What follows belongs to an exercise in optimizing a design on an open flow for small area, a short achievable clock period and few clock cycles per item; a production flow would make more cautious choices.
Function was not checked in any run shown here: the RTL went through the layout flow alone.
Power and IR drop assume default switching activity.

--- design/flow/design.v ---
`default_nettype none
package div_pkg;
  localparam int xlen = 32;
  typedef enum logic [1:0] {
    OP_DIV  = 2'd0,
    OP_DIVU = 2'd1,
    OP_REM  = 2'd2,
    OP_REMU = 2'd3
  } div_op_e;
endpackage
`default_nettype wire
`timescale 1ns/1ps
`default_nettype none
module div_operand_prep
(
  input  logic        CLK,
  input  logic        RST_N,
  input  logic        in_valid,
  input  logic        in_ready,
  input  logic [31:0] in_a,
  input  logic [31:0] in_b,
  input  logic [1:0]  in_op,
  input  logic        recirc,
  input  logic [31:0] recirc_data,
  output logic        slot_valid,
  output logic        slot_done,
  output logic [31:0] slot_dq,
  output logic [31:0] slot_divisor,
  output logic        slot_neg,
  output logic        slot_take_rem
);
  logic        is_signed;
  logic        a_neg;
  logic        b_neg;
  logic        b_zero;
  logic [31:0] a_mag;
  logic [31:0] b_mag;
  logic        neg_d;
  always_comb begin
    is_signed = !in_op[0];
    a_neg     = is_signed & in_a[31];
    b_neg     = is_signed & in_b[31];
    b_zero    = (in_b == '0);
    a_mag = a_neg ? ('0 - in_a) : in_a;
    b_mag = b_neg ? ('0 - in_b) : in_b;
    neg_d = in_op[1] ? a_neg : ((a_neg ^ b_neg) & !b_zero);
  end
  always_ff @(posedge CLK) begin
    if (!RST_N) begin
      slot_valid <= 1'b0;
    end else begin
      slot_valid <= recirc | (in_valid & in_ready);
    end
  end
  always_ff @(posedge CLK) begin
    slot_done     <= recirc;
    slot_dq       <= a_mag;
    slot_divisor  <= recirc ? recirc_data : b_mag;
    slot_neg      <= neg_d;
    slot_take_rem <= in_op[1];
  end
endmodule
`default_nettype wire
`timescale 1ns/1ps
`default_nettype none
module div_step_stage
#(
  parameter int J0 = 0,
  parameter int K  = 2,
  parameter int SEL = 0,
  parameter int RI = (J0 < 1) ? 1 : J0,
  parameter int RO = (SEL != 0) ? 32 : J0 + K
)
(
  input  logic          CLK,
  input  logic          RST_N,
  input  logic          prev_valid,
  input  logic          prev_done,
  input  logic [RI-1:0] prev_rem,
  input  logic [31:0]   prev_dq,
  input  logic [31:0]   prev_divisor,
  input  logic          prev_neg,
  input  logic          prev_take_rem,
  output logic          next_valid,
  output logic          next_done,
  output logic [RO-1:0] next_rem,
  output logic [31:0]   next_dq,
  output logic [31:0]   next_divisor,
  output logic          next_neg,
  output logic          next_take_rem
);
  logic [31:0] rem [0:K];
  logic [31:0] dq  [0:K];
  assign rem[0] = (J0 == 0) ? 32'd0 : {{(32 - RI){1'b0}}, prev_rem};
  assign dq[0]  = prev_dq;
  for (genvar i = 0; i < K; i++) begin : g_step
    localparam int W = J0 + i + 1;
    logic [W-1:0] t;
    logic [W-1:0] d;
    logic         borrow;
    logic         hi_nz;
    logic         ge;
    if (W == 1) begin : g_t1
      assign t = dq[i][31];
    end else begin : g_tn
      assign t = {rem[i][W-2:0], dq[i][31]};
    end
    if (W < 32) begin : g_hi
      assign hi_nz = |prev_divisor[31:W];
    end else begin : g_nohi
      assign hi_nz = 1'b0;
    end
    assign {borrow, d} = {1'b0, t} - {1'b0, prev_divisor[W-1:0]};
    assign ge = !hi_nz && !borrow;
    if (W < 32) begin : g_rw
      assign rem[i+1] = {{(32 - W){1'b0}}, ge ? d : t};
    end else begin : g_rf
      assign rem[i+1] = ge ? d : t;
    end
    assign dq[i+1] = {dq[i][30:0], ge};
  end
  always_ff @(posedge CLK) begin
    if (!RST_N) begin
      next_valid <= 1'b0;
    end else begin
      next_valid <= prev_valid;
    end
  end
  if (SEL) begin : g_sel
    always_ff @(posedge CLK) begin
      next_rem <= prev_take_rem ? rem[K] : dq[K];
    end
    assign next_dq = '0;
  end else begin : g_nosel
    always_ff @(posedge CLK) begin
      next_rem <= rem[K][RO-1:0];
      next_dq  <= dq[K];
    end
  end
  always_ff @(posedge CLK) begin
    next_done     <= prev_done;
    next_divisor  <= prev_divisor;
    next_neg      <= prev_neg;
    next_take_rem <= prev_take_rem;
  end
endmodule
`default_nettype wire
`timescale 1ns/1ps
`default_nettype none
module div_result_fixup
#(
  parameter int DEPTH = 30
)
(
  input  logic        CLK,
  input  logic        RST_N,
  input  logic        r_ready,
  output logic        in_ready,
  input  logic        prev_valid,
  input  logic        prev_done,
  input  logic [31:0] prev_mag,
  input  logic [31:0] prev_divisor,
  input  logic        prev_neg,
  output logic        recirc,
  output logic [31:0] result,
  output logic        r_valid,
  output logic [31:0] r_data
);
  logic        ring;
  logic [$clog2(DEPTH+1)-1:0] lap;
  logic        prev_head;
  logic        recirc_head;
  logic        skid_valid;
  logic [31:0] skid_data;
  logic        full;
  logic        deliver;
  logic        pop;
  always_comb begin
    if (prev_done) begin
      result = prev_divisor;
    end else begin
      result = prev_neg ? ('0 - prev_mag) : prev_mag;
    end
  end
  assign full        = skid_valid;
  assign deliver     = prev_valid & !full & (!ring | prev_head);
  assign recirc      = prev_valid & !deliver;
  assign prev_head   = ring & (lap == '0);
  assign recirc_head = recirc & (!ring | prev_head);
  assign in_ready    = !ring & !(prev_valid & full);
  assign pop         = r_valid & r_ready;
  always_ff @(posedge CLK) begin
    if (recirc_head) begin
      lap <= DEPTH[$clog2(DEPTH+1)-1:0];
    end else if (lap != '0) begin
      lap <= lap - 1'b1;
    end
  end
  always_ff @(posedge CLK) begin
    if (!RST_N) begin
      ring <= 1'b0;
    end else if (recirc_head) begin
      ring <= 1'b1;
    end else if (deliver & prev_head) begin
      ring <= 1'b0;
    end
  end
  always_ff @(posedge CLK) begin
    if (!RST_N) begin
      r_valid    <= 1'b0;
      skid_valid <= 1'b0;
    end else begin
      if (pop) begin
        if (skid_valid) begin
          skid_valid <= deliver;
        end else begin
          r_valid <= deliver;
        end
      end else if (!r_valid) begin
        r_valid <= deliver;
      end else if (!skid_valid) begin
        skid_valid <= deliver;
      end
    end
  end
  always_ff @(posedge CLK) begin
    if (pop) begin
      r_data    <= skid_valid ? skid_data : result;
      skid_data <= result;
    end else if (!r_valid) begin
      r_data <= result;
    end else if (!skid_valid) begin
      skid_data <= result;
    end
  end
endmodule
`default_nettype wire
`timescale 1ns/1ps
`default_nettype none
module div_top
(
  input  logic        CLK,
  input  logic        RST_N,
  input  logic        in_valid,
  output logic        in_ready,
  input  logic [31:0] in_a,
  input  logic [31:0] in_b,
  input  logic [1:0]  in_op,
  output logic        r_valid,
  input  logic        r_ready,
  output logic [31:0] r_data
);
  logic        recirc;
  logic [31:0] result;
  logic        s0_valid;
  logic        s0_done;
  logic [31:0] s0_dq;
  logic [31:0] s0_divisor;
  logic        s0_neg;
  logic        s0_take_rem;
  logic        s1_valid;
  logic        s1_done;
  logic [1:0] s1_rem;
  logic [31:0] s1_dq;
  logic [31:0] s1_divisor;
  logic        s1_neg;
  logic        s1_take_rem;
  logic        s2_valid;
  logic        s2_done;
  logic [3:0] s2_rem;
  logic [31:0] s2_dq;
  logic [31:0] s2_divisor;
  logic        s2_neg;
  logic        s2_take_rem;
  logic        s3_valid;
  logic        s3_done;
  logic [4:0] s3_rem;
  logic [31:0] s3_dq;
  logic [31:0] s3_divisor;
  logic        s3_neg;
  logic        s3_take_rem;
  logic        s4_valid;
  logic        s4_done;
  logic [5:0] s4_rem;
  logic [31:0] s4_dq;
  logic [31:0] s4_divisor;
  logic        s4_neg;
  logic        s4_take_rem;
  logic        s5_valid;
  logic        s5_done;
  logic [6:0] s5_rem;
  logic [31:0] s5_dq;
  logic [31:0] s5_divisor;
  logic        s5_neg;
  logic        s5_take_rem;
  logic        s6_valid;
  logic        s6_done;
  logic [7:0] s6_rem;
  logic [31:0] s6_dq;
  logic [31:0] s6_divisor;
  logic        s6_neg;
  logic        s6_take_rem;
  logic        s7_valid;
  logic        s7_done;
  logic [8:0] s7_rem;
  logic [31:0] s7_dq;
  logic [31:0] s7_divisor;
  logic        s7_neg;
  logic        s7_take_rem;
  logic        s8_valid;
  logic        s8_done;
  logic [9:0] s8_rem;
  logic [31:0] s8_dq;
  logic [31:0] s8_divisor;
  logic        s8_neg;
  logic        s8_take_rem;
  logic        s9_valid;
  logic        s9_done;
  logic [10:0] s9_rem;
  logic [31:0] s9_dq;
  logic [31:0] s9_divisor;
  logic        s9_neg;
  logic        s9_take_rem;
  logic        s10_valid;
  logic        s10_done;
  logic [11:0] s10_rem;
  logic [31:0] s10_dq;
  logic [31:0] s10_divisor;
  logic        s10_neg;
  logic        s10_take_rem;
  logic        s11_valid;
  logic        s11_done;
  logic [12:0] s11_rem;
  logic [31:0] s11_dq;
  logic [31:0] s11_divisor;
  logic        s11_neg;
  logic        s11_take_rem;
  logic        s12_valid;
  logic        s12_done;
  logic [13:0] s12_rem;
  logic [31:0] s12_dq;
  logic [31:0] s12_divisor;
  logic        s12_neg;
  logic        s12_take_rem;
  logic        s13_valid;
  logic        s13_done;
  logic [14:0] s13_rem;
  logic [31:0] s13_dq;
  logic [31:0] s13_divisor;
  logic        s13_neg;
  logic        s13_take_rem;
  logic        s14_valid;
  logic        s14_done;
  logic [15:0] s14_rem;
  logic [31:0] s14_dq;
  logic [31:0] s14_divisor;
  logic        s14_neg;
  logic        s14_take_rem;
  logic        s15_valid;
  logic        s15_done;
  logic [16:0] s15_rem;
  logic [31:0] s15_dq;
  logic [31:0] s15_divisor;
  logic        s15_neg;
  logic        s15_take_rem;
  logic        s16_valid;
  logic        s16_done;
  logic [17:0] s16_rem;
  logic [31:0] s16_dq;
  logic [31:0] s16_divisor;
  logic        s16_neg;
  logic        s16_take_rem;
  logic        s17_valid;
  logic        s17_done;
  logic [18:0] s17_rem;
  logic [31:0] s17_dq;
  logic [31:0] s17_divisor;
  logic        s17_neg;
  logic        s17_take_rem;
  logic        s18_valid;
  logic        s18_done;
  logic [19:0] s18_rem;
  logic [31:0] s18_dq;
  logic [31:0] s18_divisor;
  logic        s18_neg;
  logic        s18_take_rem;
  logic        s19_valid;
  logic        s19_done;
  logic [20:0] s19_rem;
  logic [31:0] s19_dq;
  logic [31:0] s19_divisor;
  logic        s19_neg;
  logic        s19_take_rem;
  logic        s20_valid;
  logic        s20_done;
  logic [21:0] s20_rem;
  logic [31:0] s20_dq;
  logic [31:0] s20_divisor;
  logic        s20_neg;
  logic        s20_take_rem;
  logic        s21_valid;
  logic        s21_done;
  logic [22:0] s21_rem;
  logic [31:0] s21_dq;
  logic [31:0] s21_divisor;
  logic        s21_neg;
  logic        s21_take_rem;
  logic        s22_valid;
  logic        s22_done;
  logic [23:0] s22_rem;
  logic [31:0] s22_dq;
  logic [31:0] s22_divisor;
  logic        s22_neg;
  logic        s22_take_rem;
  logic        s23_valid;
  logic        s23_done;
  logic [24:0] s23_rem;
  logic [31:0] s23_dq;
  logic [31:0] s23_divisor;
  logic        s23_neg;
  logic        s23_take_rem;
  logic        s24_valid;
  logic        s24_done;
  logic [25:0] s24_rem;
  logic [31:0] s24_dq;
  logic [31:0] s24_divisor;
  logic        s24_neg;
  logic        s24_take_rem;
  logic        s25_valid;
  logic        s25_done;
  logic [26:0] s25_rem;
  logic [31:0] s25_dq;
  logic [31:0] s25_divisor;
  logic        s25_neg;
  logic        s25_take_rem;
  logic        s26_valid;
  logic        s26_done;
  logic [27:0] s26_rem;
  logic [31:0] s26_dq;
  logic [31:0] s26_divisor;
  logic        s26_neg;
  logic        s26_take_rem;
  logic        s27_valid;
  logic        s27_done;
  logic [28:0] s27_rem;
  logic [31:0] s27_dq;
  logic [31:0] s27_divisor;
  logic        s27_neg;
  logic        s27_take_rem;
  logic        s28_valid;
  logic        s28_done;
  logic [29:0] s28_rem;
  logic [31:0] s28_dq;
  logic [31:0] s28_divisor;
  logic        s28_neg;
  logic        s28_take_rem;
  logic        s29_valid;
  logic        s29_done;
  logic [30:0] s29_rem;
  logic [31:0] s29_dq;
  logic [31:0] s29_divisor;
  logic        s29_neg;
  logic        s29_take_rem;
  logic        s30_valid;
  logic        s30_done;
  logic [31:0] s30_rem;
  logic [31:0] s30_dq;
  logic [31:0] s30_divisor;
  logic        s30_neg;
  logic        s30_take_rem;
  div_operand_prep u_operand_prep (
    .CLK           (CLK),
    .RST_N         (RST_N),
    .in_valid      (in_valid),
    .in_ready      (in_ready),
    .in_a          (in_a),
    .in_b          (in_b),
    .in_op         (in_op),
    .recirc        (recirc),
    .recirc_data   (result),
    .slot_valid    (s0_valid),
    .slot_done     (s0_done),
    .slot_dq       (s0_dq),
    .slot_divisor  (s0_divisor),
    .slot_neg      (s0_neg),
    .slot_take_rem (s0_take_rem)
  );
  div_step_stage #(.J0(0), .K(2), .SEL(0)) u_stage0 (
    .CLK           (CLK),
    .RST_N         (RST_N),
    .prev_valid    (s0_valid),
    .prev_done     (s0_done),
    .prev_rem      (1'b0),
    .prev_dq       (s0_dq),
    .prev_divisor  (s0_divisor),
    .prev_neg      (s0_neg),
    .prev_take_rem (s0_take_rem),
    .next_valid    (s1_valid),
    .next_done     (s1_done),
    .next_rem      (s1_rem),
    .next_dq       (s1_dq),
    .next_divisor  (s1_divisor),
    .next_neg      (s1_neg),
    .next_take_rem (s1_take_rem)
  );
  div_step_stage #(.J0(2), .K(2), .SEL(0)) u_stage1 (
    .CLK           (CLK),
    .RST_N         (RST_N),
    .prev_valid    (s1_valid),
    .prev_done     (s1_done),
    .prev_rem      (s1_rem),
    .prev_dq       (s1_dq),
    .prev_divisor  (s1_divisor),
    .prev_neg      (s1_neg),
    .prev_take_rem (s1_take_rem),
    .next_valid    (s2_valid),
    .next_done     (s2_done),
    .next_rem      (s2_rem),
    .next_dq       (s2_dq),
    .next_divisor  (s2_divisor),
    .next_neg      (s2_neg),
    .next_take_rem (s2_take_rem)
  );
  div_step_stage #(.J0(4), .K(1), .SEL(0)) u_stage2 (
    .CLK           (CLK),
    .RST_N         (RST_N),
    .prev_valid    (s2_valid),
    .prev_done     (s2_done),
    .prev_rem      (s2_rem),
    .prev_dq       (s2_dq),
    .prev_divisor  (s2_divisor),
    .prev_neg      (s2_neg),
    .prev_take_rem (s2_take_rem),
    .next_valid    (s3_valid),
    .next_done     (s3_done),
    .next_rem      (s3_rem),
    .next_dq       (s3_dq),
    .next_divisor  (s3_divisor),
    .next_neg      (s3_neg),
    .next_take_rem (s3_take_rem)
  );
  div_step_stage #(.J0(5), .K(1), .SEL(0)) u_stage3 (
    .CLK           (CLK),
    .RST_N         (RST_N),
    .prev_valid    (s3_valid),
    .prev_done     (s3_done),
    .prev_rem      (s3_rem),
    .prev_dq       (s3_dq),
    .prev_divisor  (s3_divisor),
    .prev_neg      (s3_neg),
    .prev_take_rem (s3_take_rem),
    .next_valid    (s4_valid),
    .next_done     (s4_done),
    .next_rem      (s4_rem),
    .next_dq       (s4_dq),
    .next_divisor  (s4_divisor),
    .next_neg      (s4_neg),
    .next_take_rem (s4_take_rem)
  );
  div_step_stage #(.J0(6), .K(1), .SEL(0)) u_stage4 (
    .CLK           (CLK),
    .RST_N         (RST_N),
    .prev_valid    (s4_valid),
    .prev_done     (s4_done),
    .prev_rem      (s4_rem),
    .prev_dq       (s4_dq),
    .prev_divisor  (s4_divisor),
    .prev_neg      (s4_neg),
    .prev_take_rem (s4_take_rem),
    .next_valid    (s5_valid),
    .next_done     (s5_done),
    .next_rem      (s5_rem),
    .next_dq       (s5_dq),
    .next_divisor  (s5_divisor),
    .next_neg      (s5_neg),
    .next_take_rem (s5_take_rem)
  );
  div_step_stage #(.J0(7), .K(1), .SEL(0)) u_stage5 (
    .CLK           (CLK),
    .RST_N         (RST_N),
    .prev_valid    (s5_valid),
    .prev_done     (s5_done),
    .prev_rem      (s5_rem),
    .prev_dq       (s5_dq),
    .prev_divisor  (s5_divisor),
    .prev_neg      (s5_neg),
    .prev_take_rem (s5_take_rem),
    .next_valid    (s6_valid),
    .next_done     (s6_done),
    .next_rem      (s6_rem),
    .next_dq       (s6_dq),
    .next_divisor  (s6_divisor),
    .next_neg      (s6_neg),
    .next_take_rem (s6_take_rem)
  );
  div_step_stage #(.J0(8), .K(1), .SEL(0)) u_stage6 (
    .CLK           (CLK),
    .RST_N         (RST_N),
    .prev_valid    (s6_valid),
    .prev_done     (s6_done),
    .prev_rem      (s6_rem),
    .prev_dq       (s6_dq),
    .prev_divisor  (s6_divisor),
    .prev_neg      (s6_neg),
    .prev_take_rem (s6_take_rem),
    .next_valid    (s7_valid),
    .next_done     (s7_done),
    .next_rem      (s7_rem),
    .next_dq       (s7_dq),
    .next_divisor  (s7_divisor),
    .next_neg      (s7_neg),
    .next_take_rem (s7_take_rem)
  );
  div_step_stage #(.J0(9), .K(1), .SEL(0)) u_stage7 (
    .CLK           (CLK),
    .RST_N         (RST_N),
    .prev_valid    (s7_valid),
    .prev_done     (s7_done),
    .prev_rem      (s7_rem),
    .prev_dq       (s7_dq),
    .prev_divisor  (s7_divisor),
    .prev_neg      (s7_neg),
    .prev_take_rem (s7_take_rem),
    .next_valid    (s8_valid),
    .next_done     (s8_done),
    .next_rem      (s8_rem),
    .next_dq       (s8_dq),
    .next_divisor  (s8_divisor),
    .next_neg      (s8_neg),
    .next_take_rem (s8_take_rem)
  );
  div_step_stage #(.J0(10), .K(1), .SEL(0)) u_stage8 (
    .CLK           (CLK),
    .RST_N         (RST_N),
    .prev_valid    (s8_valid),
    .prev_done     (s8_done),
    .prev_rem      (s8_rem),
    .prev_dq       (s8_dq),
    .prev_divisor  (s8_divisor),
    .prev_neg      (s8_neg),
    .prev_take_rem (s8_take_rem),
    .next_valid    (s9_valid),
    .next_done     (s9_done),
    .next_rem      (s9_rem),
    .next_dq       (s9_dq),
    .next_divisor  (s9_divisor),
    .next_neg      (s9_neg),
    .next_take_rem (s9_take_rem)
  );
  div_step_stage #(.J0(11), .K(1), .SEL(0)) u_stage9 (
    .CLK           (CLK),
    .RST_N         (RST_N),
    .prev_valid    (s9_valid),
    .prev_done     (s9_done),
    .prev_rem      (s9_rem),
    .prev_dq       (s9_dq),
    .prev_divisor  (s9_divisor),
    .prev_neg      (s9_neg),
    .prev_take_rem (s9_take_rem),
    .next_valid    (s10_valid),
    .next_done     (s10_done),
    .next_rem      (s10_rem),
    .next_dq       (s10_dq),
    .next_divisor  (s10_divisor),
    .next_neg      (s10_neg),
    .next_take_rem (s10_take_rem)
  );
  div_step_stage #(.J0(12), .K(1), .SEL(0)) u_stage10 (
    .CLK           (CLK),
    .RST_N         (RST_N),
    .prev_valid    (s10_valid),
    .prev_done     (s10_done),
    .prev_rem      (s10_rem),
    .prev_dq       (s10_dq),
    .prev_divisor  (s10_divisor),
    .prev_neg      (s10_neg),
    .prev_take_rem (s10_take_rem),
    .next_valid    (s11_valid),
    .next_done     (s11_done),
    .next_rem      (s11_rem),
    .next_dq       (s11_dq),
    .next_divisor  (s11_divisor),
    .next_neg      (s11_neg),
    .next_take_rem (s11_take_rem)
  );
  div_step_stage #(.J0(13), .K(1), .SEL(0)) u_stage11 (
    .CLK           (CLK),
    .RST_N         (RST_N),
    .prev_valid    (s11_valid),
    .prev_done     (s11_done),
    .prev_rem      (s11_rem),
    .prev_dq       (s11_dq),
    .prev_divisor  (s11_divisor),
    .prev_neg      (s11_neg),
    .prev_take_rem (s11_take_rem),
    .next_valid    (s12_valid),
    .next_done     (s12_done),
    .next_rem      (s12_rem),
    .next_dq       (s12_dq),
    .next_divisor  (s12_divisor),
    .next_neg      (s12_neg),
    .next_take_rem (s12_take_rem)
  );
  div_step_stage #(.J0(14), .K(1), .SEL(0)) u_stage12 (
    .CLK           (CLK),
    .RST_N         (RST_N),
    .prev_valid    (s12_valid),
    .prev_done     (s12_done),
    .prev_rem      (s12_rem),
    .prev_dq       (s12_dq),
    .prev_divisor  (s12_divisor),
    .prev_neg      (s12_neg),
    .prev_take_rem (s12_take_rem),
    .next_valid    (s13_valid),
    .next_done     (s13_done),
    .next_rem      (s13_rem),
    .next_dq       (s13_dq),
    .next_divisor  (s13_divisor),
    .next_neg      (s13_neg),
    .next_take_rem (s13_take_rem)
  );
  div_step_stage #(.J0(15), .K(1), .SEL(0)) u_stage13 (
    .CLK           (CLK),
    .RST_N         (RST_N),
    .prev_valid    (s13_valid),
    .prev_done     (s13_done),
    .prev_rem      (s13_rem),
    .prev_dq       (s13_dq),
    .prev_divisor  (s13_divisor),
    .prev_neg      (s13_neg),
    .prev_take_rem (s13_take_rem),
    .next_valid    (s14_valid),
    .next_done     (s14_done),
    .next_rem      (s14_rem),
    .next_dq       (s14_dq),
    .next_divisor  (s14_divisor),
    .next_neg      (s14_neg),
    .next_take_rem (s14_take_rem)
  );
  div_step_stage #(.J0(16), .K(1), .SEL(0)) u_stage14 (
    .CLK           (CLK),
    .RST_N         (RST_N),
    .prev_valid    (s14_valid),
    .prev_done     (s14_done),
    .prev_rem      (s14_rem),
    .prev_dq       (s14_dq),
    .prev_divisor  (s14_divisor),
    .prev_neg      (s14_neg),
    .prev_take_rem (s14_take_rem),
    .next_valid    (s15_valid),
    .next_done     (s15_done),
    .next_rem      (s15_rem),
    .next_dq       (s15_dq),
    .next_divisor  (s15_divisor),
    .next_neg      (s15_neg),
    .next_take_rem (s15_take_rem)
  );
  div_step_stage #(.J0(17), .K(1), .SEL(0)) u_stage15 (
    .CLK           (CLK),
    .RST_N         (RST_N),
    .prev_valid    (s15_valid),
    .prev_done     (s15_done),
    .prev_rem      (s15_rem),
    .prev_dq       (s15_dq),
    .prev_divisor  (s15_divisor),
    .prev_neg      (s15_neg),
    .prev_take_rem (s15_take_rem),
    .next_valid    (s16_valid),
    .next_done     (s16_done),
    .next_rem      (s16_rem),
    .next_dq       (s16_dq),
    .next_divisor  (s16_divisor),
    .next_neg      (s16_neg),
    .next_take_rem (s16_take_rem)
  );
  div_step_stage #(.J0(18), .K(1), .SEL(0)) u_stage16 (
    .CLK           (CLK),
    .RST_N         (RST_N),
    .prev_valid    (s16_valid),
    .prev_done     (s16_done),
    .prev_rem      (s16_rem),
    .prev_dq       (s16_dq),
    .prev_divisor  (s16_divisor),
    .prev_neg      (s16_neg),
    .prev_take_rem (s16_take_rem),
    .next_valid    (s17_valid),
    .next_done     (s17_done),
    .next_rem      (s17_rem),
    .next_dq       (s17_dq),
    .next_divisor  (s17_divisor),
    .next_neg      (s17_neg),
    .next_take_rem (s17_take_rem)
  );
  div_step_stage #(.J0(19), .K(1), .SEL(0)) u_stage17 (
    .CLK           (CLK),
    .RST_N         (RST_N),
    .prev_valid    (s17_valid),
    .prev_done     (s17_done),
    .prev_rem      (s17_rem),
    .prev_dq       (s17_dq),
    .prev_divisor  (s17_divisor),
    .prev_neg      (s17_neg),
    .prev_take_rem (s17_take_rem),
    .next_valid    (s18_valid),
    .next_done     (s18_done),
    .next_rem      (s18_rem),
    .next_dq       (s18_dq),
    .next_divisor  (s18_divisor),
    .next_neg      (s18_neg),
    .next_take_rem (s18_take_rem)
  );
  div_step_stage #(.J0(20), .K(1), .SEL(0)) u_stage18 (
    .CLK           (CLK),
    .RST_N         (RST_N),
    .prev_valid    (s18_valid),
    .prev_done     (s18_done),
    .prev_rem      (s18_rem),
    .prev_dq       (s18_dq),
    .prev_divisor  (s18_divisor),
    .prev_neg      (s18_neg),
    .prev_take_rem (s18_take_rem),
    .next_valid    (s19_valid),
    .next_done     (s19_done),
    .next_rem      (s19_rem),
    .next_dq       (s19_dq),
    .next_divisor  (s19_divisor),
    .next_neg      (s19_neg),
    .next_take_rem (s19_take_rem)
  );
  div_step_stage #(.J0(21), .K(1), .SEL(0)) u_stage19 (
    .CLK           (CLK),
    .RST_N         (RST_N),
    .prev_valid    (s19_valid),
    .prev_done     (s19_done),
    .prev_rem      (s19_rem),
    .prev_dq       (s19_dq),
    .prev_divisor  (s19_divisor),
    .prev_neg      (s19_neg),
    .prev_take_rem (s19_take_rem),
    .next_valid    (s20_valid),
    .next_done     (s20_done),
    .next_rem      (s20_rem),
    .next_dq       (s20_dq),
    .next_divisor  (s20_divisor),
    .next_neg      (s20_neg),
    .next_take_rem (s20_take_rem)
  );
  div_step_stage #(.J0(22), .K(1), .SEL(0)) u_stage20 (
    .CLK           (CLK),
    .RST_N         (RST_N),
    .prev_valid    (s20_valid),
    .prev_done     (s20_done),
    .prev_rem      (s20_rem),
    .prev_dq       (s20_dq),
    .prev_divisor  (s20_divisor),
    .prev_neg      (s20_neg),
    .prev_take_rem (s20_take_rem),
    .next_valid    (s21_valid),
    .next_done     (s21_done),
    .next_rem      (s21_rem),
    .next_dq       (s21_dq),
    .next_divisor  (s21_divisor),
    .next_neg      (s21_neg),
    .next_take_rem (s21_take_rem)
  );
  div_step_stage #(.J0(23), .K(1), .SEL(0)) u_stage21 (
    .CLK           (CLK),
    .RST_N         (RST_N),
    .prev_valid    (s21_valid),
    .prev_done     (s21_done),
    .prev_rem      (s21_rem),
    .prev_dq       (s21_dq),
    .prev_divisor  (s21_divisor),
    .prev_neg      (s21_neg),
    .prev_take_rem (s21_take_rem),
    .next_valid    (s22_valid),
    .next_done     (s22_done),
    .next_rem      (s22_rem),
    .next_dq       (s22_dq),
    .next_divisor  (s22_divisor),
    .next_neg      (s22_neg),
    .next_take_rem (s22_take_rem)
  );
  div_step_stage #(.J0(24), .K(1), .SEL(0)) u_stage22 (
    .CLK           (CLK),
    .RST_N         (RST_N),
    .prev_valid    (s22_valid),
    .prev_done     (s22_done),
    .prev_rem      (s22_rem),
    .prev_dq       (s22_dq),
    .prev_divisor  (s22_divisor),
    .prev_neg      (s22_neg),
    .prev_take_rem (s22_take_rem),
    .next_valid    (s23_valid),
    .next_done     (s23_done),
    .next_rem      (s23_rem),
    .next_dq       (s23_dq),
    .next_divisor  (s23_divisor),
    .next_neg      (s23_neg),
    .next_take_rem (s23_take_rem)
  );
  div_step_stage #(.J0(25), .K(1), .SEL(0)) u_stage23 (
    .CLK           (CLK),
    .RST_N         (RST_N),
    .prev_valid    (s23_valid),
    .prev_done     (s23_done),
    .prev_rem      (s23_rem),
    .prev_dq       (s23_dq),
    .prev_divisor  (s23_divisor),
    .prev_neg      (s23_neg),
    .prev_take_rem (s23_take_rem),
    .next_valid    (s24_valid),
    .next_done     (s24_done),
    .next_rem      (s24_rem),
    .next_dq       (s24_dq),
    .next_divisor  (s24_divisor),
    .next_neg      (s24_neg),
    .next_take_rem (s24_take_rem)
  );
  div_step_stage #(.J0(26), .K(1), .SEL(0)) u_stage24 (
    .CLK           (CLK),
    .RST_N         (RST_N),
    .prev_valid    (s24_valid),
    .prev_done     (s24_done),
    .prev_rem      (s24_rem),
    .prev_dq       (s24_dq),
    .prev_divisor  (s24_divisor),
    .prev_neg      (s24_neg),
    .prev_take_rem (s24_take_rem),
    .next_valid    (s25_valid),
    .next_done     (s25_done),
    .next_rem      (s25_rem),
    .next_dq       (s25_dq),
    .next_divisor  (s25_divisor),
    .next_neg      (s25_neg),
    .next_take_rem (s25_take_rem)
  );
  div_step_stage #(.J0(27), .K(1), .SEL(0)) u_stage25 (
    .CLK           (CLK),
    .RST_N         (RST_N),
    .prev_valid    (s25_valid),
    .prev_done     (s25_done),
    .prev_rem      (s25_rem),
    .prev_dq       (s25_dq),
    .prev_divisor  (s25_divisor),
    .prev_neg      (s25_neg),
    .prev_take_rem (s25_take_rem),
    .next_valid    (s26_valid),
    .next_done     (s26_done),
    .next_rem      (s26_rem),
    .next_dq       (s26_dq),
    .next_divisor  (s26_divisor),
    .next_neg      (s26_neg),
    .next_take_rem (s26_take_rem)
  );
  div_step_stage #(.J0(28), .K(1), .SEL(0)) u_stage26 (
    .CLK           (CLK),
    .RST_N         (RST_N),
    .prev_valid    (s26_valid),
    .prev_done     (s26_done),
    .prev_rem      (s26_rem),
    .prev_dq       (s26_dq),
    .prev_divisor  (s26_divisor),
    .prev_neg      (s26_neg),
    .prev_take_rem (s26_take_rem),
    .next_valid    (s27_valid),
    .next_done     (s27_done),
    .next_rem      (s27_rem),
    .next_dq       (s27_dq),
    .next_divisor  (s27_divisor),
    .next_neg      (s27_neg),
    .next_take_rem (s27_take_rem)
  );
  div_step_stage #(.J0(29), .K(1), .SEL(0)) u_stage27 (
    .CLK           (CLK),
    .RST_N         (RST_N),
    .prev_valid    (s27_valid),
    .prev_done     (s27_done),
    .prev_rem      (s27_rem),
    .prev_dq       (s27_dq),
    .prev_divisor  (s27_divisor),
    .prev_neg      (s27_neg),
    .prev_take_rem (s27_take_rem),
    .next_valid    (s28_valid),
    .next_done     (s28_done),
    .next_rem      (s28_rem),
    .next_dq       (s28_dq),
    .next_divisor  (s28_divisor),
    .next_neg      (s28_neg),
    .next_take_rem (s28_take_rem)
  );
  div_step_stage #(.J0(30), .K(1), .SEL(0)) u_stage28 (
    .CLK           (CLK),
    .RST_N         (RST_N),
    .prev_valid    (s28_valid),
    .prev_done     (s28_done),
    .prev_rem      (s28_rem),
    .prev_dq       (s28_dq),
    .prev_divisor  (s28_divisor),
    .prev_neg      (s28_neg),
    .prev_take_rem (s28_take_rem),
    .next_valid    (s29_valid),
    .next_done     (s29_done),
    .next_rem      (s29_rem),
    .next_dq       (s29_dq),
    .next_divisor  (s29_divisor),
    .next_neg      (s29_neg),
    .next_take_rem (s29_take_rem)
  );
  div_step_stage #(.J0(31), .K(1), .SEL(1)) u_stage29 (
    .CLK           (CLK),
    .RST_N         (RST_N),
    .prev_valid    (s29_valid),
    .prev_done     (s29_done),
    .prev_rem      (s29_rem),
    .prev_dq       (s29_dq),
    .prev_divisor  (s29_divisor),
    .prev_neg      (s29_neg),
    .prev_take_rem (s29_take_rem),
    .next_valid    (s30_valid),
    .next_done     (s30_done),
    .next_rem      (s30_rem),
    .next_dq       (s30_dq),
    .next_divisor  (s30_divisor),
    .next_neg      (s30_neg),
    .next_take_rem (s30_take_rem)
  );
  div_result_fixup #(.DEPTH(30)) u_result_fixup (
    .CLK           (CLK),
    .RST_N         (RST_N),
    .r_ready       (r_ready),
    .in_ready      (in_ready),
    .prev_valid    (s30_valid),
    .prev_done     (s30_done),
    .prev_mag      (s30_rem),
    .prev_divisor  (s30_divisor),
    .prev_neg      (s30_neg),
    .recirc        (recirc),
    .result        (result),
    .r_valid       (r_valid),
    .r_data        (r_data)
  );
endmodule
`default_nettype wire
--- design/flow/run.sh ---
#!/bin/bash
# synth_recipe.tcl (not shown) runs the flow's synth.tcl, then flattens the netlist and writes it again
# the make line also repeats each setting of config.mk as NAME=value (left out here)
make -C /OpenROAD-flow-scripts/flow DESIGN_CONFIG=/design/flow/config.mk WORK_HOME=/design/flow/orfs CLKGATE_MAP_FILE= SYNTH_SCRIPT=/design/flow/synth_recipe.tcl finish
--- design/flow/config.mk ---
export PLATFORM = sky130hd
export DESIGN_NAME = div_top
export DESIGN_NICKNAME = div_top
export VERILOG_FILES = /design/flow/design.v
export SDC_FILE = /design/flow/constraint.sdc
export NUM_CORES = 4
export LEC_CHECK = 0
export CAP_MARGIN = 20
export CORE_MARGIN = 2
export CORE_UTILIZATION = 40
export CTS_BUF_LIST = sky130_fd_sc_hd__clkbuf_4 sky130_fd_sc_hd__clkbuf_8
export CTS_CLUSTER_SIZE = 30
export SETUP_SLACK_MARGIN = 3.4
export SLEW_MARGIN = 20
--- design/flow/constraint.sdc ---
create_clock -name core_clock -period 7.0 [get_ports {CLK}]
set_input_delay 1.4000 -clock core_clock [delete_from_list [all_inputs] [get_ports {CLK}]]
set_output_delay 1.4000 -clock core_clock [all_outputs]
set_load 0.01 [all_outputs]
==> run_results.csv, run 1 <==
group,metric,value,unit
status,outcome,"timing/DRC/antenna clean",
floorplan,num_io_pins,104,
critical_path,required,7830,ps
synth,async_flop_share,0,
timing,whs,270,ps
placement,gp_congestion,0.923,
detailed_routing,met1_length,87300,um
floorplan,dieArea,226000,sq um
final_layout,area_growth,17.4,%
cts,h-tree-depth,5,
placement,dpl.hpwl,148000,um
timing,worst_slack,3380,ps
final_layout,n_fill_cell,20276,
synth,yosysWarnings,92,
cts,cts_tree,"done",
detailed_routing,via_count,56255,
floorplan,dieHeight,475,um
pwr,power,39.1,mW
synth,yosysSeqAreaShare,0.609,
cts,cts.path.max_buffers,4,
placement,io_buffer_count,103,
critical_path,crit_path_end_kind,"register",
timing,slew_headroom,0.195,
timing,timing.fmax,276,MHz
synth,synth_cell_types,83,
timing,post-route-period-util,0.518,
job,maxCapViolCount,0,
floorplan,die_width,475,um
detailed_routing,drtIter0Drc,3202,
detailed_routing,wl_met2,98200,um
floorplan,core,222000,sq um
pwr,power.density_cell_area,375,nW/um^2
detailed_routing,drc_errors,0,
cts,clockRootBuffer,"clkbuf_8",
placement,post_dp_cell_area,93300,sq um
synth,synth.avg_cell_area,11.1,sq um
detailed_routing,viasPerCell,4.78,
grt,antenna_found_initial,13,
hold_path,hold_path_class,"reg -> reg",
timing,tns,0,ps
grt,grt_pass1_wl,312000,um
timing,worst_slew_pin_slew,1170,ps
cts,cts_buffers,400,
placement,placedCellCount,10941,
final_layout,fin_area,104000,sq um
cts,clock-sinks,2671,
detailed_routing,routed_wl,205000,um
detailed_routing,drt_pass1_iterations,6,
synth,synth_edf_count,64,
floorplan,initial_core_util,0.401,
pwr,power.leakage,46.2,nW
synth,synth_flop_cell,"dfxtp_1",
timing,setup_viol,0,
final_layout,drive_gt1_frac,0.141,
final_layout,nets,9124,
detailed_routing,highest_layer,"met5",
detailed_routing,routedWlPerCell,17.4,um
detailed_routing,antenna_left,0,
floorplan,rows,173,
placement,pre_cts_ws,2600,ps
final_layout,fin_util,0.471,
timing,period_needed,3620,ps
synth,ys_ff_latch,2671,
cts,worstSkewPairLatency,1020,ps
critical_path,cp.arrival,4450,ps
critical_path,worstSetupPathType,"reg -> reg",
synth,syn-cell-area,88900,sq um
critical_path,worst-path-max-fanout,7,
detailed_routing,route.met3.wl,8830,um
timing,grt_setup_unrepaired,"true",
grt,grt_pass1_vias,56450,
timing,hold_viol,0,
pwr,peakVddDrop,0.262,mV
timing,clock_skew,102,ps
grt,grt_usage,0.176,
cts,path_clk_slew,60,ps
cts,ctsHoldBuffers,0,
timing,final_max_slew_viol_count,0,
critical_path,cp-start-kind,"register",
synth,syn_inst,7979,
grt,globalRouteOverflowTotal,0,
synth,synth_nets,8612,
final_layout,stdcell_count,11760,
grt,grt_max_degree,66,
==> timing repair <==
item / 4_1_cts / 5_1_grt
gates resized for setup: 137 / 160
setup endpoints to repair: 396 / 378
endpoints found under the hold margin: 0 / 0
buffers inserted: 51 / 51
pin swaps: 34 / 75
gates cloned: 8 / 13
==> cells in the final DEF (no fill, tap or decap), types with 101 or more instances in the layout <==
cell             Yosys  final
dfxtp_1           2607   2587
inv_1              672    669
nand2_1            553    553
ha_1               532    521
o21ai_0            535    516
clkbuf_8             0    508
a21oi_1            438    414
nor2_1             352    352
xnor2_1            279    278
xor2_1             206    206
a21o_1             201    200
mux2_2             199    170
clkbuf_4             0    115
clkdlybuf4s50_1      0    101
==> final cells by class <==
class                   count  area, sq um  area share
multi-input cells        4500        32800       0.314
clock inverters            63          608     0.00583
clock buffers             623         7860      0.0753
diodes                     10         25.0    0.000240
inverters                 672         2520      0.0242
flip-flops and latches   2671        54100       0.519
well taps                2975         3720      0.0357
repair buffers            246         2640      0.0253
==> critical path, cell delays in order (launching register included) <==
cell	delay, ps
dfxtp_2	320
inv_2	40
ha_4	150
fa_2	360
nor2b_4	160
o31ai_4	80
a31o_4	250
a21oi_4	140
a41oi_2	150
o21a_1	250
o21ai_2	180
a2111oi_2	90
or3_4	410
o21ai_4	180
buf_6	140
buf_12	100
buf_12	120
mux2_4	300
==> final timing paths <==
kind | endpoint | cells past startpoint | start | slack, ps
worst max-delay path | u_stage25.next_rem[12]$_DFF_P_ | 17 | u_stage24.next_dq[31]$_DFF_P_ | 3380
worst min-delay path | u_stage2.next_dq[26]$_DFF_P_ | 0 | u_stage1.next_dq[25]$_DFF_P_ | 270
worst min register to register | u_stage2.next_dq[26]$_DFF_P_ | 0 | u_stage1.next_dq[25]$_DFF_P_ | 270
worst max register to register | u_stage25.next_rem[12]$_DFF_P_ | 17 | u_stage24.next_dq[31]$_DFF_P_ | 3380
==> power breakdown <==
group	switching (mW)	internal, mW	leakage (nW)
registers	1.12	16.9	22.4
logic	4.36	3.70	19.3
clock network	5.64	7.47	4.52
==> synthesized netlist by cell type (18+ instances only) <==
cell / count / share of area
a211oi_1: 32 / 0.0027
a21boi_0: 30 / 0.0025
a21o_1: 201 / 0.017
a21oi_1: 438 / 0.025
a31oi_1: 22 / 0.0015
and2_1: 55 / 0.0039
and3_1: 40 / 0.0028
buf_2: 18 / 0.0010
clkbuf_1: 111 / 0.0047
dfxtp_1: 2607 / 0.59
edfxtp_1: 64 / 0.022
fa_1: 31 / 0.0070
ha_1: 532 / 0.075
inv_1: 672 / 0.028
mux2_2: 199 / 0.025
mux2i_1: 36 / 0.0041
nand2_1: 553 / 0.023
nand2b_1: 80 / 0.0056
nand3_1: 82 / 0.0046
nand4_1: 37 / 0.0026
nor2_1: 352 / 0.015
nor2b_1: 89 / 0.0063
nor3_1: 92 / 0.0052
nor4_1: 106 / 0.0075
o21a_1: 83 / 0.0070
o21ai_0: 535 / 0.030
o21bai_1: 43 / 0.0036
o31ai_1: 62 / 0.0052
or3_1: 31 / 0.0022
or4_1: 25 / 0.0021
xnor2_1: 279 / 0.027
xor2_1: 206 / 0.020
==> logic make-up (layout without fill, tap and decap cells) <==
logic type | count (synthesis) | in the layout | share of synthesized area
xor gates and xnor gates | 485 | 485 | 0.0478
other | 0 | 10 | 0
buffers and inverters | 813 | 1604 | 0.0348
adders and majority gates | 563 | 563 | 0.0819
muxes | 237 | 237 | 0.0295
and+or+nand+nor | 1586 | 1586 | 0.0848
DFF | 2671 | 2671 | 0.609
AOI/OAI and AO/OA | 1624 | 1629 | 0.112
==> layer usage <==
| metal | vias up | GRT usage |
|---|---|---|
| met5 | - | 0 |
| met4 | 2 | 0.0895 |
| met1 | 26385 | 0.209 |
| met3 | 478 | 0.0326 |
| li1 | 28159 | - |
| met2 | 1231 | 0.302 |
==> run 2, diff against run 1 <==
--- a/design/flow/config.mk
+++ b/design/flow/config.mk
@@ -8,7 +8,5 @@
 export CAP_MARGIN = 20
 export CORE_MARGIN = 2
 export CORE_UTILIZATION = 40
-export CTS_BUF_LIST = sky130_fd_sc_hd__clkbuf_4 sky130_fd_sc_hd__clkbuf_8
-export CTS_CLUSTER_SIZE = 30
 export SETUP_SLACK_MARGIN = 3.4
 export SLEW_MARGIN = 20
==> run_results.csv, run 2 <==
group,metric,value,unit
final_layout,drive_gt1_frac,0.112,
synth,synth_edf_count,64,
grt,antenna_found_initial,9,
detailed_routing,via_count,55344,
critical_path,r2r_end,"u_stage25.next_rem[18]$_DFF_P_",
critical_path,worst_path_largest_cell_delay,370,ps
floorplan,dieHeight,475,um
critical_path,crit_cells,21,
critical_path,r2r-start,"u_stage24.next_dq[31]$_DFF_P_",
placement,gp_congestion,0.923,
placement,placedCellCount,10941,
floorplan,core,222000,sq um
critical_path,cp-start-kind,"register",
final_layout,n_fill_cell,20087,
detailed_routing,drc_errors,0,
synth,async_flop_share,0,
timing,clock_skew,104,ps
floorplan,rows,173,
pwr,power.leakage,45.8,nW
critical_path,path_delay_family,"buffers and inverters",
floorplan,die_width,475,um
critical_path,cp_cell_sequence,"inv_2, ha_4, fa_2, nor2b_4, o31ai_4, a31o_4, a21oi_4, a41oi_2, buf_4, buf_4, buf_4, buf_4, buf_4, buf_4, buf_4, buf_4, buf_6, buf_6, buf_6, xnor2_2, mux2_4",
synth,yosysTopAreaCellShare,0.587,
detailed_routing,viasPerCell,4.81,
job,maxCapViolCount,0,
critical_path,crit_end,"u_stage25.next_rem[18]$_DFF_P_",
timing,timing.fmax,273,MHz
synth,syn_inst,7979,
critical_path,crit_path_end_kind,"register",
grt,globalRouteOverflowTotal,0,
critical_path,worst-path-buf-inv,12,
synth,synth_cell_types,83,
status,outcome,"timing/DRC/antenna clean",
cts,h-tree-depth,4,
synth,synthTopCellsByCount,"dfxtp_1, inv_1, nand2_1, o21ai_0, ha_1",
critical_path,required,7690,ps
critical_path,r2r_slack,3330,ps
timing,post-route-period-util,0.524,
synth,yosysWarnings,92,
critical_path,reg2regPathDepth,21,
synth,yosysTopAreaCell,"dfxtp_1",
synth,synth.avg_cell_area,11.1,sq um
timing,slew_headroom,0.146,
critical_path,crit_top_cell,"buf_4",
cts,cts_tree,"done",
synth,yosysMostFrequentCell,"dfxtp_1",
floorplan,num_io_pins,104,
pwr,power.density_cell_area,382,nW/um^2
floorplan,initial_core_util,0.401,
pwr,peakVddDrop,0.258,mV
synth,syn-cell-area,88900,sq um
detailed_routing,drtIter0Drc,3225,
placement,dpl.hpwl,148000,um
synth,synth_nets,8612,
timing,worst_slew_pin_slew,1270,ps
critical_path,worst-path-max-fanout,2,
critical_path,cp.arrival,4360,ps
hold_path,hold_path_class,"reg -> reg",
cts,worstSkewPairLatency,890,ps
timing,hold_viol,0,
floorplan,dieArea,226000,sq um
detailed_routing,drt_pass1_iterations,5,
cts,clock-sinks,2671,
timing,tns,0,ps
critical_path,crit_slowest_cell,"fa_2",
cts,cts.path.max_buffers,3,
detailed_routing,routedWlPerCell,17.6,um
final_layout,seqCellArea,54100,sq um
grt,grt_pass1_wl,309000,um
timing,whs,248,ps
final_layout,stdcell_count,11518,
final_layout,area_growth,17.6,%
synth,synth_flop_cell,"dfxtp_1",
timing,period_needed,3670,ps
grt,grt_pass1_vias,55123,
grt,grt_usage,0.174,
critical_path,worstSetupPathType,"reg -> reg",
final_layout,nets,8960,
synth,ys_top_cells_by_area,"dfxtp_1, ha_1, o21ai_0",
synth,ys_ff_latch,2671,
timing,final_max_slew_viol_count,0,
final_layout,layout_commonest_cell,"dfxtp_1",
timing,setup_viol,0,
hold_path,hold_start,"u_stage23.next_dq[19]$_DFF_P_",
timing,grt_setup_unrepaired,"true",
cts,cts_buffers,241,
placement,post_dp_cell_area,93300,sq um
grt,grt_max_degree,66,
final_layout,fin_area,104000,sq um
placement,io_buffer_count,103,
critical_path,timing.critical_path.from,"u_stage24.next_dq[31]$_DFF_P_",
final_layout,final_cell_mix,"dfxtp_1, inv_1, nand2_1",
synth,yosysSeqAreaShare,0.609,
cts,ctsHoldBuffers,0,
detailed_routing,routed_wl,202000,um
final_layout,multi_input_area,32800,sq um
detailed_routing,antenna_left,0,
cts,clockRootBuffer,"clkbuf_16",
cts,path_clk_slew,70,ps
-- run 2: worst min-delay path by stage --
stage                                          endpoint  slack, ps  depth (start not counted)
after floorplan              u_stage0.next_done$_DFF_P_        310                          0
after global placement      u_stage25.next_done$_DFF_P_        310                          0
after detailed placement    u_stage29.next_done$_DFF_P_        310                          0
after CTS                 u_stage24.next_dq[20]$_DFF_P_        250                          0
after global routing      u_stage24.next_dq[20]$_DFF_P_        250                          0
final                     u_stage24.next_dq[20]$_DFF_P_        250                          0
-- run 2: layout make-up --
cell class	instances	share of cell area
timing repair buffer	242	0.0247
tap	2975	0.0356
multi-input combinational	4499	0.314
clock inverter	119	0.0171
inverter	672	0.0241
sequential	2671	0.518
antenna	8	0.000192
clock buffer	332	0.0658
-- run 2: worst register-to-register path: stages, from the launching register on --
cell     delay, ps
dfxtp_2        320
inv_2           40
ha_4           150
fa_2           370
nor2b_4        180
o31ai_4        110
a31o_4         260
a21oi_4        170
a41oi_2        150
buf_4          170
buf_4          130
buf_4          130
buf_4          120
buf_4          120
buf_4          120
buf_4          120
buf_4          120
buf_6          100
buf_6          100
buf_6          110
xnor2_2        120
mux2_4         260
-- run 2: power breakdown --
group | internal [mW] | leakage, nW | switching [mW]
logic | 3.70 | 19.2 | 4.36
clock network | 8.02 | 4.20 | 5.83
registers | 16.9 | 22.4 | 1.12
-- run 2: per-stage QoR --
stage | worst slack, ps | util | total power, mW
after floorplan | 3430 | - | 23.2
after global placement | 2520 | 0.421 | 25.4
after detailed placement | 2600 | 0.421 | 25.5
after CTS | 3260 | 0.466 | 39.7
after global routing | 3190 | 0.471 | 41.8
final | 3330 | 0.471 | 39.9
-- run 2: cell families (layout without fill, tap and decap cells) --
kind of cell,count (synthesis),count (layout),synth area share
DFF,2671,2671,0.609
AOI/OAI and AO/OA,1624,1628,0.112
and+or+nand+nor,1586,1586,0.0848
buffers and inverters,813,1365,0.0348
adders and majority gates,563,563,0.0819
xor gates and xnor gates,485,485,0.0478
muxes,237,237,0.0295
other,0,8,0
-- run 2: what timing repair did --
action / 4_1_cts / 5_1_grt
cloned: 9 / 10
gates resized for setup: 143 / 156
setup buffers: 54 / 45
setup endpoints to repair: 395 / 388
pin swaps: 35 / 68
-- run 2: per-layer routing --
metal / global-route usage / routed length (um)
met5: 0 / 0
met4: 0.0836 / 9880
met3: 0.0272 / 8370
met2: 0.303 / 97600
met1: 0.210 / 86500
==> run 3, diff against run 2 <==
--- a/design/flow/config.mk
+++ b/design/flow/config.mk
@@ -8,5 +8,5 @@
 export CAP_MARGIN = 20
 export CORE_MARGIN = 2
 export CORE_UTILIZATION = 40
-export SETUP_SLACK_MARGIN = 3.4
+export SETUP_SLACK_MARGIN = 3.8
 export SLEW_MARGIN = 20
==> run_results.csv, run 3 <==
group,metric,value,unit
status,outcome,"timing/DRC/antenna clean",
detailed_routing,drt_pass1_iterations,5,
synth,ys_ff_latch,2671,
cts,cts_buffers,274,
timing,grt_setup_unrepaired,"true",
timing,hold_viol,0,
critical_path,cp_cell_sequence,"inv_1, ha_4, o21a_1, o31a_1, o21ai_4, a31oi_4, a311o_1, a31oi_4, nor2_1, o311a_1, o31ai_4, buf_6, buf_6, buf_12, buf_12, mux2_4",
cts,ctsHoldBuffers,0,
timing,worst_slack,3450,ps
timing,period_needed,3550,ps
pwr,comb_power_share,0.236,
timing,whs,299,ps
pwr,power.leakage,48.5,nW
detailed_routing,drc_errors,0,
final_layout,final_cell_mix,"dfxtp_1, inv_1, nand2_1",
cts,clockRootBuffer,"clkbuf_16",
floorplan,die_width,475,um
grt,grt_max_degree,66,
critical_path,worst-path-max-fanout,6,
placement,pre_cts_ws,2280,ps
floorplan,rows,173,
synth,yosysMostFrequentCell,"dfxtp_1",
final_layout,n_fill_cell,19468,
timing,worst_slew_pin_slew,1200,ps
placement,io_buffer_count,103,
grt,globalRouteOverflowTotal,0,
floorplan,core,222000,sq um
timing,slew_headroom,0.199,
pwr,switching_share,0.284,
floorplan,initial_core_util,0.401,
synth,yosysTopAreaCell,"dfxtp_1",
grt,grt_pass1_wl,305000,um
detailed_routing,via_count,56920,
final_layout,drive_gt1_frac,0.189,
critical_path,cp-start-kind,"register",
detailed_routing,routedWlPerCell,16.8,um
cts,worstSkewPairLatency,910,ps
cts,path_clk_slew,60,ps
cts,cts.path.max_buffers,4,
synth,synth_cell_types,83,
synth,syn_inst,7979,
timing,clock_skew,59.4,ps
pwr,pwr-share-clk,0.343,
critical_path,worstSetupPathType,"reg -> reg",
floorplan,dieArea,226000,sq um
placement,dpl.hpwl,129000,um
detailed_routing,viasPerCell,4.84,
synth,ys_top_cells_by_area,"dfxtp_1, ha_1, o21ai_0",
detailed_routing,routed_wl,198000,um
synth,yosysTopAreaCellShare,0.587,
timing,setup_viol,0,
synth,synthTopCellsByCount,"dfxtp_1, inv_1, nand2_1, o21ai_0, ha_1",
cts,h-tree-depth,5,
grt,antenna_found_initial,11,
timing,tns,0,ps
pwr,peakVddDrop,0.228,mV
grt,grt_usage,0.168,
synth,synth_flop_cell,"dfxtp_1",
final_layout,fin_util,0.501,
pwr,seq_power_share,0.421,
synth,async_flop_share,0,
pwr,internal-power,30.4,mW
synth,synth.avg_cell_area,11.1,sq um
cts,cts_tree,"done",
synth,yosysSeqAreaShare,0.609,
synth,yosysWarnings,92,
critical_path,worst_path_largest_cell_delay,380,ps
detailed_routing,drtIter0Drc,3196,
critical_path,required,7780,ps
floorplan,dieHeight,475,um
pwr,power,42.4,mW
timing,post-route-period-util,0.507,
cts,clock-sinks,2671,
synth,syn-cell-area,88900,sq um
floorplan,num_io_pins,104,
critical_path,cp.arrival,4330,ps
final_layout,nets,9232,
synth,synth_nets,8612,
final_layout,area_growth,24.8,%
critical_path,crit_slowest_cell,"o311a_1",
timing,final_max_slew_viol_count,0,
grt,grt_pass1_vias,56859,
detailed_routing,antenna_left,0,
final_layout,layout_commonest_cell,"dfxtp_1",
job,maxCapViolCount,0,
timing,timing.fmax,282,MHz
pwr,power.density_cell_area,382,nW/um^2
hold_path,hold_path_class,"reg -> reg",
pwr,p_sw,12.0,mW
critical_path,crit_path_end_kind,"register",
placement,gp_congestion,0.879,
synth,synth_edf_count,64,
## run 3: cell types whose count changed in the layout (fill, tap and decap cells not counted), moves of 50 or more
| cell | before | now |
|---|---|---|
| buf_4 | 94 | 211 |
| o21ai_0 | 520 | 407 |
| mux2_4 | 29 | 118 |
| mux2_2 | 170 | 83 |
| dfxtp_1 | 2588 | 2521 |
| dfxtp_2 | 16 | 78 |
| a21oi_1 | 414 | 353 |
| nand2_1 | 553 | 496 |
| o21ai_1 | 7 | 57 |
## run 3: through the flow
stage                     std cells  instance area [sq um]
after global placement        10941                  93600
after floorplan                7979                  89200
after global routing          11762                 111000
final                         11767                 111000
after detailed placement      10941                  93600
after CTS                     11630                 108000
## run 3: worst paths after layout
| path | from | end | slack, ps | cells after the start |
|---|---|---|---|---|
| setup / recovery | u_stage27.next_divisor[2]$_DFF_P_ | u_stage28.next_rem[1]$_DFF_P_ | 3450 | 16 |
| hold / removal | u_stage4.next_dq[7]$_DFF_P_ | u_stage5.next_dq[8]$_DFF_P_ | 300 | 0 |
| setup reg to reg | u_stage27.next_divisor[2]$_DFF_P_ | u_stage28.next_rem[1]$_DFF_P_ | 3450 | 16 |
| hold reg to reg | u_stage4.next_dq[7]$_DFF_P_ | u_stage5.next_dq[8]$_DFF_P_ | 300 | 0 |
## run 3: cell type report
| cell class | instances | area [sq um] | share of cell area |
|---|---|---|---|
| clock inverter | 91 | 1150 | 0.0104 |
| inverter | 672 | 2530 | 0.0228 |
| antenna | 5 | 12.5 | 0.000113 |
| multi-input combinational | 4514 | 35900 | 0.324 |
| sequential | 2671 | 54200 | 0.489 |
| tap | 2975 | 3720 | 0.0336 |
| timing repair buffer | 466 | 5430 | 0.0489 |
| clock buffer | 373 | 7920 | 0.0714 |
## run 3: routing by layer
metal | vias to the layer above | wire, um | track usage
met4 | 0 | 6590 | 0.0551
li1 | 28413 | - | -
met2 | 1061 | 95600 | 0.289
met3 | 445 | 7580 | 0.0259
met1 | 27001 | 88400 | 0.215
met5 | - | 0 | 0
## run 3: power groups by stage
stage / Combinational (mW) / Clock [mW] / Sequential, mW
final: 10.0 / 14.5 / 17.9
after global routing: 10.9 / 15.6 / 18.0
after CTS: 9.09 / 14.9 / 17.8
after detailed placement: 7.42 / 0 / 18.1
after global placement: 7.26 / 0 / 18.1
after floorplan: 5.61 / 0 / 17.7
## run 3: cell families (layout without fill, tap and decap cells)
group                      after synthesis  in the layout  synth area share
adders and majority gates              563            563            0.0819
and+or+nand+nor                       1586           1590            0.0848
AOI/OAI and AO/OA                     1624           1639             0.112
other                                    0              5                 0
DFF                                   2671           2671             0.609
muxes                                  237            237            0.0295
xor gates and xnor gates               485            485            0.0478
buffers and inverters                  813           1602            0.0348
## run 3: worst max-delay path, delay by kind of cell (launching register included)
family                   cells  cell delay (ps)
AO/OA/AOI/OAI                8             1860
multiplexers                 1              310
adder cells (fa/ha/maj)      1              240
AND/OR/NAND/NOR              1               60
flip-flops                   1              370
buffers and inverters        5              570
## run 3: what timing repair did
| action | 4_1_cts | 5_1_grt |
|---|---|---|
| cloned | 46 | 21 |
| buffers inserted | 179 | 111 |
| pin swaps | 199 | 221 |
| setup endpoints to repair | 578 | 490 |
| gates resized for setup | 742 | 466 |
==> run 4, diff against run 3 <==
--- a/design/flow/config.mk
+++ b/design/flow/config.mk
@@ -8,5 +8,7 @@
 export CAP_MARGIN = 20
 export CORE_MARGIN = 2
 export CORE_UTILIZATION = 40
-export SETUP_SLACK_MARGIN = 3.8
+export CTS_CLUSTER_DIAMETER = 100
+export CTS_CLUSTER_SIZE = 28
+export SETUP_SLACK_MARGIN = 3.4
 export SLEW_MARGIN = 20
==> run_results.csv, run 4 <==
group,metric,value,unit
placement,placedCellCount,10941,
pwr,comb_power_share,0.241,
timing,tns,0,ps
cts,clockRootBuffer,"clkbuf_16",
floorplan,rows,173,
pwr,power.leakage,43.1,nW
critical_path,cp.arrival,4250,ps
cts,clock-sinks,2671,
detailed_routing,drt_pass1_iterations,7,
floorplan,initial_core_util,0.401,
synth,synth_edf_count,64,
pwr,power.density_cell_area,337,nW/um^2
timing,whs,281,ps
detailed_routing,viasPerCell,4.84,
timing,grt_setup_unrepaired,"true",
detailed_routing,drtIter0Drc,3371,
timing,post-route-period-util,0.517,
floorplan,num_io_pins,104,
synth,yosysTopAreaCell,"dfxtp_1",
synth,yosysSeqAreaShare,0.609,
critical_path,crit_top_cell,"buf_6",
synth,syn_inst,7979,
pwr,switching_share,0.299,
grt,grt_pass1_wl,301000,um
synth,synth_nets,8612,
floorplan,core,222000,sq um
critical_path,cp_cell_sequence,"inv_2, ha_4, fa_2, nor2b_4, o31ai_4, a31o_4, a21oi_4, a41oi_2, buf_4, buf_6, buf_6, buf_4, buf_4, buf_6, buf_4, buf_4, buf_6, buf_6, buf_6, buf_6, xnor2_2, mux2_4",
cts,cts_tree,"done",
critical_path,cp-start-kind,"register",
timing,clock_skew,93.0,ps
timing,setup_viol,0,
critical_path,crit_slowest_cell,"fa_2",
synth,syn-cell-area,88900,sq um
detailed_routing,antenna_left,0,
floorplan,dieHeight,475,um
final_layout,final_cell_mix,"dfxtp_1, inv_1, nand2_1",
pwr,seq_power_share,0.540,
timing,final_max_slew_viol_count,0,
critical_path,required,7640,ps
cts,worstSkewPairLatency,800,ps
cts,cts.path.max_buffers,3,
timing,worst_slew_pin_slew,1160,ps
synth,async_flop_share,0,
critical_path,crit_path_end_kind,"register",
synth,synthTopCellsByCount,"dfxtp_1, inv_1, nand2_1, o21ai_0, ha_1",
detailed_routing,via_count,54168,
pwr,p_sw,9.93,mW
detailed_routing,routedWlPerCell,17.7,um
detailed_routing,routed_wl,198000,um
pwr,peakVddDrop,0.205,mV
synth,yosysWarnings,92,
pwr,power,33.2,mW
floorplan,die_width,475,um
pwr,internal-power,23.3,mW
detailed_routing,drc_errors,0,
final_layout,nets,8827,
synth,yosysMostFrequentCell,"dfxtp_1",
placement,io_buffer_count,103,
pwr,pwr-share-clk,0.219,
critical_path,worst-path-max-fanout,2,
hold_path,hold_path_class,"reg -> reg",
synth,synth_cell_types,83,
final_layout,stdcell_count,11191,
timing,slew_headroom,0.202,
final_layout,drive_gt1_frac,0.0782,
timing,hold_viol,0,
grt,grt_usage,0.170,
synth,ys_top_cells_by_area,"dfxtp_1, ha_1, o21ai_0",
cts,h-tree-depth,3,
cts,path_clk_slew,100,ps
floorplan,dieArea,226000,sq um
synth,yosysTopAreaCellShare,0.587,
status,outcome,"timing/DRC/antenna clean",
grt,grt_max_degree,66,
synth,synth.avg_cell_area,11.1,sq um
cts,ctsHoldBuffers,0,
job,maxCapViolCount,0,
grt,grt_pass1_vias,53385,
final_layout,area_growth,11.0,%
synth,ys_ff_latch,2671,
final_layout,n_fill_cell,20585,
cts,cts_buffers,106,
grt,globalRouteOverflowTotal,0,
placement,gp_congestion,0.923,
timing,period_needed,3620,ps
synth,synth_flop_cell,"dfxtp_1",
timing,timing.fmax,276,MHz
critical_path,worst_path_largest_cell_delay,370,ps
grt,antenna_found_initial,9,
critical_path,worstSetupPathType,"reg -> reg",
final_layout,layout_commonest_cell,"dfxtp_1",
placement,dpl.hpwl,148000,um
[run 4: logic make-up after synthesis]
logic type,share of synthesized area
AOI/OAI and AO/OA,0.112
buffers and inverters,0.0348
adders and majority gates,0.0819
muxes,0.0295
xor gates and xnor gates,0.0478
DFF,0.609
and+or+nand+nor,0.0848
[run 4: cell type report]
cell class / instances / area [sq um] / share of cell area
Tap cell: 2975 / 3720 / 0.0377
Inverter: 672 / 2520 / 0.0256
Clock buffer: 114 / 2680 / 0.0272
Clock inverter: 10 / 198 / 0.00200
Sequential cell: 2671 / 54100 / 0.549
Multi-Input combinational cell: 4499 / 32700 / 0.332
Antenna cell: 6 / 15.0 / 0.000152
Timing Repair Buffer: 244 / 2660 / 0.0269
[run 4: critical path, delay by kind of cell, from the launching register on]
| family | cells | cell delay [ps] |
|---|---|---|
| buffers and inverters | 13 | 1410 |
| AND/OR/NAND/NOR | 1 | 160 |
| flip-flops | 1 | 330 |
| AO/OA/AOI/OAI | 4 | 670 |
| XOR/XNOR | 1 | 120 |
| multiplexers | 1 | 260 |
| adder cells (fa/ha/maj) | 2 | 520 |
[run 4: what timing repair did]
item	4_1_cts	5_1_grt
setup endpoints to repair	392	409
pin swaps	27	65
resized for setup	128	152
buffers inserted	43	56
cloned	7	14
[run 4: worst paths after layout]
check | startpoint | endpoint | slack, ps | cells after the start
worst max-delay path | u_stage24.next_dq[31]$_DFF_P_ | u_stage25.next_rem[18]$_DFF_P_ | 3380 | 22
worst min register to register | u_stage23.next_dq[24]$_DFF_P_ | u_stage24.next_dq[25]$_DFF_P_ | 280 | 0
worst max register to register | u_stage24.next_dq[31]$_DFF_P_ | u_stage25.next_rem[18]$_DFF_P_ | 3380 | 22
worst min-delay path | u_stage23.next_dq[24]$_DFF_P_ | u_stage24.next_dq[25]$_DFF_P_ | 280 | 0
[run 4: routing by layer]
layer | wire length, um | GRT usage | vias up
li1 | - | - | 27317
met2 | 95100 | 0.296 | 922
met4 | 9820 | 0.0748 | 2
met3 | 7300 | 0.0226 | 340
met1 | 86000 | 0.209 | 25587
met5 | 13 | 0 | -
[run 4: power by group through the flow]
stage                     registers (mW)  clock network, mW  logic [mW]
after global placement              18.3                  0        7.05
after detailed placement            18.3                  0        7.20
final                               17.9               7.27        8.03
after CTS                           18.0               7.52        7.54
after global routing                18.1               8.06        8.91
after floorplan                     17.7                  0        5.53
[run 4: per-stage QoR]
step                      instance area, sq um  setup WS [ps]   util
final                                    98600           3380  0.445
after global routing                     98600           3270  0.445
after CTS                                97200           3310  0.439
after detailed placement                 93300           2600  0.421
after global placement                   93300           2520  0.421
after floorplan                          88900           3430      -

==> static timing again, ports no longer ideal <==
The results above use ideal ports. As a check the final layouts listed here were re-extracted and re-timed, cells and wires unchanged. Step 1 assumes that a clkbuf_16 drives the clock port and a buf_2 every other input. Step 2 moves the port delays by t, midway between the first and last clock arrival at a register: inputs arrive t later, outputs are due t later. That takes back most of the time a late clock gives input paths. Slacks: ideal / step 1 / step 2; pairs: ideal / step 1.
run | t, ns | slack for setup (ns) | worst setup path at the end
run 1 | 1.064 | 3.375 / 3.375 / 2.653 | input to register
run 2 | 0.935 | 3.332 / 3.332 / 2.750 | input to register
run 3 | 0.964 | 3.453 / 3.453 / 3.010 | input to register
run 4 | 0.839 | 3.381 / 3.381 / 2.754 | input to register
After both steps every run listed still meets setup and hold. For run 1, which loses most, drivers alone change the setup slack by 0.000 ns; drivers and shift together by -0.722 ns.
